Background: an optimization exercise with open tools, aiming at small area. Do not read the settings as production practice. Function was checked by simulation only, so behaviour that the tests miss may differ from the original. Power figures rest on the tool's default switching activity, not on a simulated workload.

$ cat flow/run.sh
#!/bin/bash
# synth_recipe.tcl (not shown) runs the flow's synth.tcl, then flattens the netlist and writes it again
# the make line also repeats each setting of config.mk as NAME=value (left out here)
make -C /OpenROAD-flow-scripts/flow DESIGN_CONFIG=/design/flow/config.mk WORK_HOME=/design/flow/orfs CLKGATE_MAP_FILE= SYNTH_SCRIPT=/design/flow/synth_recipe.tcl finish
$ cat flow/config.mk
export PLATFORM = sky130hd
export DESIGN_NAME = fir_symm_tdm
export DESIGN_NICKNAME = fir_symm_tdm
export VERILOG_FILES = /design/flow/design.v
export SDC_FILE = /design/flow/constraint.sdc
export NUM_CORES = 4
export LEC_CHECK = 0
export CAP_MARGIN = 20
export CORE_MARGIN = 2
export CORE_UTILIZATION = 40
export SLEW_MARGIN = 20
$ cat flow/constraint.sdc
create_clock -name core_clock -period 12.0 [get_ports {clk}]
set_input_delay 2.4000 -clock core_clock [delete_from_list [all_inputs] [get_ports {clk}]]
set_output_delay 2.4000 -clock core_clock [all_outputs]
set_load 0.01 [all_outputs]
$ cat flow/design.v
package fir_pkg;
  localparam int unsigned DEF_DATA_W = 16;
  localparam int unsigned DEF_COEF_W = 18;
  localparam int unsigned DEF_TAPS   = 102;
  localparam int unsigned NDIG  = DEF_COEF_W / 2;
  localparam int unsigned ACC_W = 25;
endpackage
module fir_coef_ram #(
  parameter int unsigned DEPTH  = 4,
  parameter int unsigned COEF_W = 18,
  parameter int unsigned AW     = 2
) (
  input  logic              clk,
  input  logic              rst,
  input  logic              we,
  input  logic [AW-1:0]     waddr,
  input  logic [COEF_W-1:0] wdata,
  input  logic [AW-1:0]     raddr,
  output logic [COEF_W-1:0] rdata
);
  logic [DEPTH-1:0][COEF_W-1:0] mem_q;
  logic [DEPTH-1:0]             vld_q;
  always_ff @(posedge clk) begin
    for (int unsigned i = 0; i < DEPTH; i++) begin
      if (we && (waddr == AW'(i))) mem_q[i] <= wdata;
    end
  end
  always_ff @(posedge clk or posedge rst) begin
    if (rst) begin
      vld_q <= '0;
    end else begin
      for (int unsigned i = 0; i < DEPTH; i++) begin
        if (we && (waddr == AW'(i))) vld_q[i] <= 1'b1;
      end
    end
  end
  always_comb begin
    rdata = '0;
    for (int unsigned i = 0; i < DEPTH; i++) begin
      if (raddr == AW'(i)) rdata = vld_q[i] ? mem_q[i] : '0;
    end
  end
endmodule
module fir_symm_tdm #(
  parameter int unsigned DATA_W    = fir_pkg::DEF_DATA_W,
  parameter int unsigned COEF_W    = fir_pkg::DEF_COEF_W,
  parameter int unsigned TAPS      = fir_pkg::DEF_TAPS,
  parameter int unsigned OUT_SHIFT = 16
) (
  input  logic                          clk,
  input  logic                          rst,
  input  logic                          clear,
  input  logic                          in_valid,
  output logic                          in_ready,
  input  logic [DATA_W-1:0]             in_data,
  input  logic                          coef_we,
  input  logic [5:0]                    coef_addr,
  input  logic [COEF_W-1:0]             coef_wdata,
  output logic                          out_valid,
  output logic [DATA_W-1:0]             out_data,
  output logic                          out_sat
);
  localparam int unsigned H     = TAPS / 2;
  localparam int unsigned AW    = 6;
  localparam int unsigned PW    = 7;
  localparam int unsigned NDIG  = fir_pkg::NDIG;
  localparam int unsigned ACC_W = fir_pkg::ACC_W;
  localparam logic signed [ACC_W-1:0] RND_C = ACC_W'(1) << (OUT_SHIFT - 1);
  logic [TAPS-1:0][DATA_W-1:0] ring_q;
  logic [DATA_W-1:0]           wrap_d;
  logic [PW-1:0] ph_q;       
  logic          zero_q;     
  logic          busy_q;     
  logic [3:0]    dig_q;      
  logic          out_valid_q;
  logic signed [ACC_W-1:0] acc_q;
  logic accept;
  logic ph_last;
  logic last_step;
  assign ph_last   = (ph_q == PW'(TAPS - 1));
  assign last_step = busy_q && ph_last && (dig_q == 4'(NDIG - 1));
  assign in_ready  = !busy_q && !zero_q && (ph_q == '0) && !clear && !rst;
  assign accept    = in_valid && in_ready;
  assign wrap_d = accept ? in_data : (zero_q ? '0 : ring_q[0]);
  always_ff @(posedge clk) begin
    for (int unsigned i = 0; i + 1 < TAPS; i++) ring_q[i] <= ring_q[i+1];
    ring_q[TAPS-1] <= wrap_d;
  end
  always_ff @(posedge clk or posedge rst) begin
    if (rst) begin
      ph_q        <= '0;
      zero_q      <= 1'b1;
      busy_q      <= 1'b0;
      dig_q       <= '0;
      out_valid_q <= 1'b0;
    end else if (clear) begin
      ph_q        <= '0;
      zero_q      <= 1'b1;
      busy_q      <= 1'b0;
      dig_q       <= '0;
      out_valid_q <= 1'b0;
    end else begin
      out_valid_q <= last_step;
      if (!accept) ph_q <= ph_last ? '0 : ph_q + PW'(1);
      if (ph_last) zero_q <= 1'b0;
      if (accept) begin
        busy_q <= 1'b1;
        dig_q  <= '0;
      end else if (busy_q && ph_last) begin
        if (dig_q == 4'(NDIG - 1)) busy_q <= 1'b0;
        dig_q <= dig_q + 4'd1;
      end
    end
  end
  logic [AW-1:0]     kidx;
  logic [COEF_W-1:0] coef_rd;
  logic [COEF_W:0]   coef_x;     
  logic [2:0]        bwin;
  assign kidx = (ph_q < PW'(H)) ? AW'(ph_q) : AW'(PW'(TAPS - 1) - ph_q);
  fir_coef_ram #(
    .DEPTH  (H),
    .COEF_W (COEF_W),
    .AW     (AW)
  ) u_coef_ram (
    .clk   (clk),
    .rst   (rst),
    .we    (coef_we),
    .waddr (coef_addr),
    .wdata (coef_wdata),
    .raddr (kidx),
    .rdata (coef_rd)
  );
  assign coef_x = {coef_rd, 1'b0};
  always_comb begin
    bwin = '0;
    for (int unsigned d = 0; d < NDIG; d++) begin
      if (dig_q == 4'(d)) bwin = coef_x[2*d +: 3];
    end
  end
  logic                    b_neg, b_two, b_one;
  logic signed [DATA_W:0]  pmag;
  logic signed [ACC_W-1:0] acc_src, acc_add;
  logic signed [DATA_W-1:0] xs;
  assign xs    = $signed(ring_q[0]);
  assign b_neg = bwin[2] && !(bwin[1] && bwin[0]);
  assign b_one = bwin[1] ^ bwin[0];
  assign b_two = (bwin == 3'b011) || (bwin == 3'b100);
  always_comb begin
    if (b_two)      pmag = {xs, 1'b0};
    else if (b_one) pmag = {xs[DATA_W-1], xs};
    else            pmag = '0;
    acc_add = ACC_W'(pmag) ^ {ACC_W{b_neg}};
    if (!busy_q || (ph_q == '0 && dig_q == '0)) acc_src = RND_C;
    else if (ph_q == '0)                        acc_src = acc_q >>> 2;
    else                                        acc_src = acc_q;
  end
  always_ff @(posedge clk) begin
    acc_q <= acc_src + acc_add + ACC_W'(b_neg);
  end
  logic sat_hi, sat_lo;
  assign sat_hi    = !acc_q[ACC_W-1] && (acc_q[ACC_W-2:DATA_W-1] != '0);
  assign sat_lo    =  acc_q[ACC_W-1] && (acc_q[ACC_W-2:DATA_W-1] != '1);
  assign out_valid = out_valid_q;
  assign out_sat   = sat_hi || sat_lo;
  assign out_data  = sat_hi ? {1'b0, {(DATA_W-1){1'b1}}} :
                     sat_lo ? {1'b1, {(DATA_W-1){1'b0}}} : acc_q[DATA_W-1:0];
endmodule
==> flow_summary.yaml, run 1 <==
synthesis:
  synth_top_family_by_area: "compound AO/OA/AOI/OAI gates"
  synth.distinct_cells: 99
  netlist_top_cells_area: "dfxtp_1 (45%), edfxtp_1 (37%), dfrtp_1 (2.2%)"
  ys_seq_area_frac: 0.846
  synth-xor-area-share: 0.00523
  synth_nets: 4503
  netlist.area_leader.share: 0.450
  async_flop_share: 0.0246
  ys_warn_count: 2
  synth_area_sq_um: 73700
  synth-edff-count: 918
  synth_compound_area_frac: 0.0788
  synth_mux_area_frac: 0.00197
  yosysTopAreaCell: "dfxtp_1"
  synthSimpleGateAreaFrac: 0.0506
  synthCells: 4430
  synth.avg_cell_area_sq_um: 16.6
  ys.flop_type: "dfxtp_1"
  ys_ff_latch: 2640
  synth_fa_ha_area_frac: 0.00485
clock_network:
  hold_buffers: 0
  h-tree-depth: 4
  clk_pin_slew_ns: 0.06
  cts_root_buf: "clkbuf_16"
  cts.path.max_buffers: 3
  postCtsSetupRepairBufs: 0
  cts_tree: "built"
  post_cts_resized: 0
  cts_buffers: 237
  insertion_delay_ns: 0.90
  cts.sinks: 2640
final_layout:
  area_growth_pct: 17.1
  fin_nets: 4801
  multi_input_area_sq_um: 10600
  fill_cells: 15500
  most-common-layout-cells: "dfxtp_1 (1657), edfxtp_1 (918), clkbuf_16 (243)"
  seq_area_sq_um: 62400
  final_common_cell: "dfxtp_1"
  drive_gt1_frac: 0.132
global_routing:
  grt_pass1_wl_mm: 279
  grt.overflow.total: 0
  grt_util_all_layers: 0.208
  antenna_found_initial: 3
  grt_pass1_vias: 37900
  grt_max_degree: 53
routing:
  drt_iter0_markers: 5475
  vias_per_cell: 5.28
  drc: 0
  dr.pass1.iters: 8
  ant_nets: 0
  wl_per_cell_um: 26.7
  vias: 39100
  wl_mm: 198
die:
  die_y_um: 433
  dieArea_sq_um: 188000
  num_rows: 157
  pin_count: 64
  core_region_area_sq_um: 183000
  start_util: 0.403
  die_w_um: 433
power:
  p_switching_w: 0.00377
  pwr-share-comb: 0.032
  internal_power_w: 0.0140
  power_frac_seq: 0.528
  p_leak_nw: 31.1
  p_sw_frac: 0.212
  p_clk_frac: 0.440
  ir_drop_uv: 145
  finalPower_w: 0.0178
  power.density_nw_per_um2: 206
sta:
  setup_tns_ns: 0
  worst_pin_slew_ns: 1.20
  max_slew_margin: 0.198
  hold_viol_final: 0
  fin_crit_sh: 0.938
  final-setup-viol-count: 0
  clock_skew_ns: 0.107
  max_freq_ghz: 0.0889
  rsz0062_at_grt: "no"
  final_max_slew_viol_count: 0
  finalCriticalPeriod_ns: 11.25
setup_path:
  slowest_delay_ns: 0.94
  crit_fanout: 20
  required_ns: 12.77
  critical_path_class: "flip-flop to flip-flop"
  reg2reg_slack_ns: 0.75
  crit_arrival_ns: 12.02
  start_kind: "flip-flop"
  cpMostUsedCell: "o21ai_0"
  crit_slowest_cell: "nor4_1"
  worstSetupEndpointType: "flip-flop"
placed_design:
  port_buffers: 63
  gp_congestion: 0.951
  dp_hpwl_mm: 123
job:
  drv_cap: 0
run_status:
  status: "complete, no violations"
worst_hold_path:
  hold_class: "flip-flop to flip-flop"
[state kept, by name, indices dropped and copies added, names as in the netlist]
name / cells
acc_q: 25
busy_q: 1
dig_q: 4
zero_q: 1
ring_q: 1632
u_coef_ram.mem_q: 918
ph_q: 7
out_valid_q: 1
u_coef_ram.vld_q: 51
[critical path, delay by kind of cell (launching register included)]
family                     cells  cell delay, ns
AOI/OAI and AO/OA             23            5.59
and+or+nand+nor                9            2.77
buffers and inverters          4            1.14
adders and majority gates      2            0.63
DFF                            1            0.62
xor gates and xnor gates       2            0.33
[Yosys cell counts, types with 9 or more instances]
| cell | number |
|---|---|
| a211oi_1 | 21 |
| a21o_1 | 12 |
| a21oi_1 | 115 |
| a221o_1 | 10 |
| a221oi_1 | 61 |
| a222oi_1 | 42 |
| a22o_1 | 56 |
| a22oi_1 | 146 |
| a31oi_1 | 42 |
| a32o_1 | 18 |
| a32oi_1 | 28 |
| and2_1 | 19 |
| and3_1 | 48 |
| and4_1 | 15 |
| buf_2 | 63 |
| buf_4 | 12 |
| clkbuf_1 | 75 |
| dfrtp_1 | 64 |
| dfxtp_1 | 1657 |
| edfxtp_1 | 918 |
| ha_1 | 27 |
| inv_1 | 41 |
| mux2i_1 | 12 |
| nand2_1 | 229 |
| nand3_1 | 90 |
| nand4_1 | 63 |
| nor2_1 | 104 |
| nor2b_1 | 27 |
| nor3_1 | 29 |
| nor4_1 | 15 |
| o211ai_1 | 12 |
| o21a_1 | 22 |
| o21ai_0 | 82 |
| o221ai_1 | 9 |
| o22ai_1 | 12 |
| or2_2 | 44 |
| xnor2_1 | 21 |
| xor2_1 | 23 |
[cells by family (layout without fill, tap and decap cells)]
family | count (synthesis) | count (layout)
compound gates | 771 | 771
xor+xnor | 44 | 44
fa+ha+maj | 28 | 28
buf+inv | 204 | 706
flops | 2640 | 2640
mux | 14 | 14
other cells | 0 | 1
simple gates | 729 | 729
[power groups by stage]
stage	registers, W	logic (W)	clock network (W)
finish	0.00940	0.000566	0.00782
global route	0.00939	0.000590	0.00832
CTS	0.00939	0.000557	0.00797
detailed placement	0.00959	0.000555	0
global placement	0.00959	0.000553	0
floorplan	0.00954	0.000277	0
[layer usage]
metal / up-vias / wire length [um] / track usage
met5: - / 17 / 0
met4: 2 / 11000 / 0.108
met3: 531 / 19400 / 0.0465
met2: 2240 / 86900 / 0.311
met1: 19400 / 80400 / 0.285
li1: 16900 / - / -
[area by class of cell]
class | count | share of cell area
Sequential cell | 2640 | 0.722
Multi-Input combinational cell | 1586 | 0.123
Clock buffer | 320 | 0.0769
Tap cell | 2464 | 0.0357
Timing Repair Buffer | 220 | 0.0209
Clock inverter | 123 | 0.0197
Inverter | 43 | 0.00187
Antenna cell | 1 | 0.0000290
[metrics by stage]
stage          utilization  hold WS (ns)  cells  worst slack (ns)  area [sq um]
3_3_place_gp         0.426         0.310   6953              1.12         78000
3_5_place_dp         0.426         0.312   6953              1.03         78000
6_report             0.472         0.254   7397             0.749         86300
4_1_cts              0.472         0.239   7396             0.994         86300
5_1_grt              0.472         0.244   7396             0.163         86300
2_1_floorplan            -         0.310   4430              3.78         73700
[path summary, 6_finish.rpt]
path / startpoint / to / cells past startpoint
hold / removal: ring_q[867]$_DFF_P_ / ring_q[851]$_DFF_P_ / 0
hold reg to reg: ring_q[867]$_DFF_P_ / ring_q[851]$_DFF_P_ / 0
min in group asynchronous: rst / u_coef_ram.vld_q[42]$_DFFE_PP0P_ / 2
setup / recovery: ph_q[3]$_DFFE_PP0N_ / acc_q[22]$_DFF_P_ / 40
setup reg to reg: ph_q[3]$_DFFE_PP0N_ / acc_q[22]$_DFF_P_ / 40
max in group asynchronous: rst / u_coef_ram.vld_q[36]$_DFFE_PP0P_ / 3
==> run 2: changes to the inputs <==
--- a/flow/config.mk
+++ b/flow/config.mk
@@ -5,7 +5,9 @@
 export SDC_FILE = /design/flow/constraint.sdc
 export NUM_CORES = 4
 export LEC_CHECK = 0
+export ABC_AREA = 1
 export CAP_MARGIN = 20
 export CORE_MARGIN = 2
-export CORE_UTILIZATION = 40
+export CORE_UTILIZATION = 60
+export CTS_BUF_LIST = sky130_fd_sc_hd__clkbuf_8
 export SLEW_MARGIN = 20
==> flow_summary.yaml, run 2 <==
run_status:
  status: "complete, no violations"
synthesis:
  synth_nets: 5265
  ys_seq_area_frac: 0.844
  netlist_top_cells_area: "dfxtp_1 (45%), edfxtp_1 (37%), nand2_1 (5.1%)"
  synth.avg_cell_area_sq_um: 14.2
  ys_warn_count: 2
  ys.flop_type: "dfxtp_1"
  async_flop_share: 0.0246
  yosysMostFrequentCell: "dfxtp_1"
  synth-edff-count: 918
  ys_ff_latch: 2640
  synth_area_sq_um: 73900
  synthCells: 5192
  ys_top_cells_by_count: "dfxtp_1 (1657), nand2_1 (1014), edfxtp_1 (918)"
  netlist.area_leader.share: 0.449
  yosysTopAreaCell: "dfxtp_1"
  synth.distinct_cells: 58
sta:
  final_max_slew_viol_count: 0
  finalCriticalPeriod_ns: 10.47
  fin_crit_sh: 0.872
  clock_skew_ns: 0.0665
  max_slew_margin: 0.231
  max_freq_ghz: 0.0956
  setup_tns_ns: 0
  rsz0062_at_grt: "no"
  worst_pin_slew_ns: 1.15
  hold_viol_final: 0
  final-setup-viol-count: 0
routing:
  wl_mm: 135
  drc: 0
  drt_iter0_markers: 3021
  vias_per_cell: 4.95
  wl_per_cell_um: 17.8
  ant_nets: 0
  dr.pass1.iters: 5
  vias: 37500
die:
  start_util: 0.606
  dieArea_sq_um: 126000
  core_region_area_sq_um: 122000
  die_y_um: 355
  pin_count: 64
  num_rows: 128
  die_w_um: 355
power:
  p_leak_nw: 33.2
  power.density_nw_per_um2: 197
  internal_power_w: 0.0132
  ir_drop_uv: 160
  p_clk_frac: 0.411
  pwr-share-comb: 0.028
  p_switching_w: 0.00346
  power_frac_seq: 0.560
  p_sw_frac: 0.208
placed_design:
  port_buffers: 63
  dp_cells: 6888
  dp_hpwl_mm: 79.2
  gp_congestion: 0.865
global_routing:
  grt_max_degree: 52
  grt_util_all_layers: 0.217
  antenna_found_initial: 5
  grt_pass1_vias: 36900
  grt.overflow.total: 0
  grt_pass1_wl_mm: 210
clock_network:
  cts_buffers: 394
  clk_pin_slew_ns: 0.06
  cts.path.max_buffers: 4
  cts_tree: "built"
  h-tree-depth: 5
  post_cts_resized: 0
  insertion_delay_ns: 0.98
  cts.sinks: 2640
  hold_buffers: 0
  postCtsSetupRepairBufs: 0
  cts_root_buf: "clkbuf_8"
final_layout:
  final_cell_count_no_fill: 7578
  final_common_cell: "dfxtp_1"
  most-common-layout-cells: "dfxtp_1 (1657), nand2_1 (1014), edfxtp_1 (918)"
  fin_nets: 5733
  reg_top3: "ring_q x1632, u_coef_ram.mem_q x918, u_coef_ram.vld_q x51"
  drive_gt1_frac: 0.118
  top_register: "ring_q"
  fill_cells: 8553
  multi_input_area_sq_um: 10000
  largest_register_ffs: 1632
  area_growth_pct: 14.3
  seq_area_sq_um: 62400
job:
  drv_cap: 0
setup_path:
  required_ns: 12.84
  crit_fanout: 15
  cpMostUsedCell: "nand2_1"
  start_kind: "flip-flop"
  worstSetupEndpointType: "flip-flop"
  crit_slowest_cell: "dfrtp_1"
  slowest_delay_ns: 0.46
  critical_path_class: "flip-flop to flip-flop"
  crit_arrival_ns: 11.30
worst_hold_path:
  hold_class: "flip-flop to flip-flop"
==> run 2: changes by cell type after synthesis, sizes merged, moves of 47 or more <==
cell / before / now
a22o: 56 / 1
a22oi: 150 / 17
and3: 48 / 1
buf: 86 / 10
inv: 41 / 313
nand2: 230 / 1029
nand3: 90 / 194
nand4: 64 / 162
nor2: 105 / 383
==> run 2: metrics by stage <==
step	hold slack [ns]	utilization	setup WS (ns)	area [sq um]	total power, W
2_1_floorplan	0.310	-	3.94	73900	0.00976
3_3_place_gp	0.310	0.630	1.50	76900	0.00998
3_5_place_dp	0.312	0.630	1.47	76900	0.00998
4_1_cts	0.277	0.692	1.43	84500	0.0168
5_1_grt	0.279	0.692	0.156	84500	0.0173
6_report	0.282	0.692	1.53	84500	0.0166
==> run 2: final timing paths <==
path                                      from                               end  slack, ns  depth (start not counted)
min                        ring_q[117]$_DFF_P_               ring_q[101]$_DFF_P_       0.28                          0
max                        ph_q[2]$_DFFE_PP0N_                 acc_q[22]$_DFF_P_       1.53                         63
min in group asynchronous                  rst              dig_q[3]$_DFFE_PP0P_       1.94                          2
max in group asynchronous                  rst  u_coef_ram.vld_q[32]$_DFFE_PP0P_       8.84                          3
min reg2reg                ring_q[117]$_DFF_P_               ring_q[101]$_DFF_P_       0.28                          0
max reg2reg                ph_q[2]$_DFFE_PP0N_                 acc_q[22]$_DFF_P_       1.53                         63
==> run 2: critical path, delay by kind of cell (launching register included) <==
family / cells / cell delay (ns)
AOI/OAI and AO/OA: 15 / 3.72
DFF: 1 / 0.46
buffers and inverters: 4 / 0.50
adders and majority gates: 3 / 0.80
xor gates and xnor gates: 1 / 0.17
and+or+nand+nor: 40 / 4.70
==> run 2: routing by layer <==
metal / GRT usage / up-vias / routed length [um]
li1: - / 18400 / -
met1: 0.325 / 17800 / 64300
met2: 0.311 / 1052 / 58100
met3: 0.0462 / 278 / 8600
met4: 0.0877 / 2 / 3880
met5: 0 / - / 13
==> run 2: final cells by class <==
class / count / share of cell area
Sequential cell: 2640 / 0.738
Multi-Input combinational cell: 2149 / 0.119
Clock buffer: 466 / 0.0759
Tap cell: 1625 / 0.0241
Timing Repair Buffer: 153 / 0.0147
Inverter: 322 / 0.0143
Clock inverter: 220 / 0.0141
Antenna cell: 3 / 0.0000888
==> run 2: power groups by stage <==
stage,Combinational (W),Sequential [W],Clock [W]
finish,0.000469,0.00932,0.00685
global route,0.000521,0.00932,0.00745
CTS,0.000470,0.00932,0.00704
detailed placement,0.000467,0.00952,0
global placement,0.000462,0.00951,0
floorplan,0.000252,0.00951,0
==> run 2: logic make-up after synthesis <==
| kind of cell | Yosys count | synth area share |
|---|---|---|
| compound gates | 264 | 0.0214 |
| xor+xnor | 37 | 0.00438 |
| fa+ha+maj | 28 | 0.00484 |
| buf+inv | 403 | 0.0210 |
| flops | 2640 | 0.844 |
| simple gates | 1820 | 0.105 |

## static timing again, ports no longer ideal
No port has a modelled driver above. Below, the same layouts with a new extraction and two added sets of constraints.
Step 1 assumes that a clkbuf_16 drives the clock port and a buf_2 every other input.
Step 2, shift: input delay + t, output delay - t, t = (earliest + latest rising clock arrival at the registers) / 2. This alone moves slack from input paths to output paths.
Slacks: no drivers / after step 1 / after step 2; pairs: no drivers / after step 1.
run | t, ns | slack for setup (ns) | worst hold slack (ns) | worst setup path after step 2
run 1 | 0.932 | 0.749 / 0.749 / 0.749 | 0.254 / 0.254 / 0.254 | register to register
run 2 | 1.014 | 1.535 / 1.535 / 1.535 | 0.282 / 0.282 / 0.282 | register to register
After both steps every run listed still meets setup and hold.
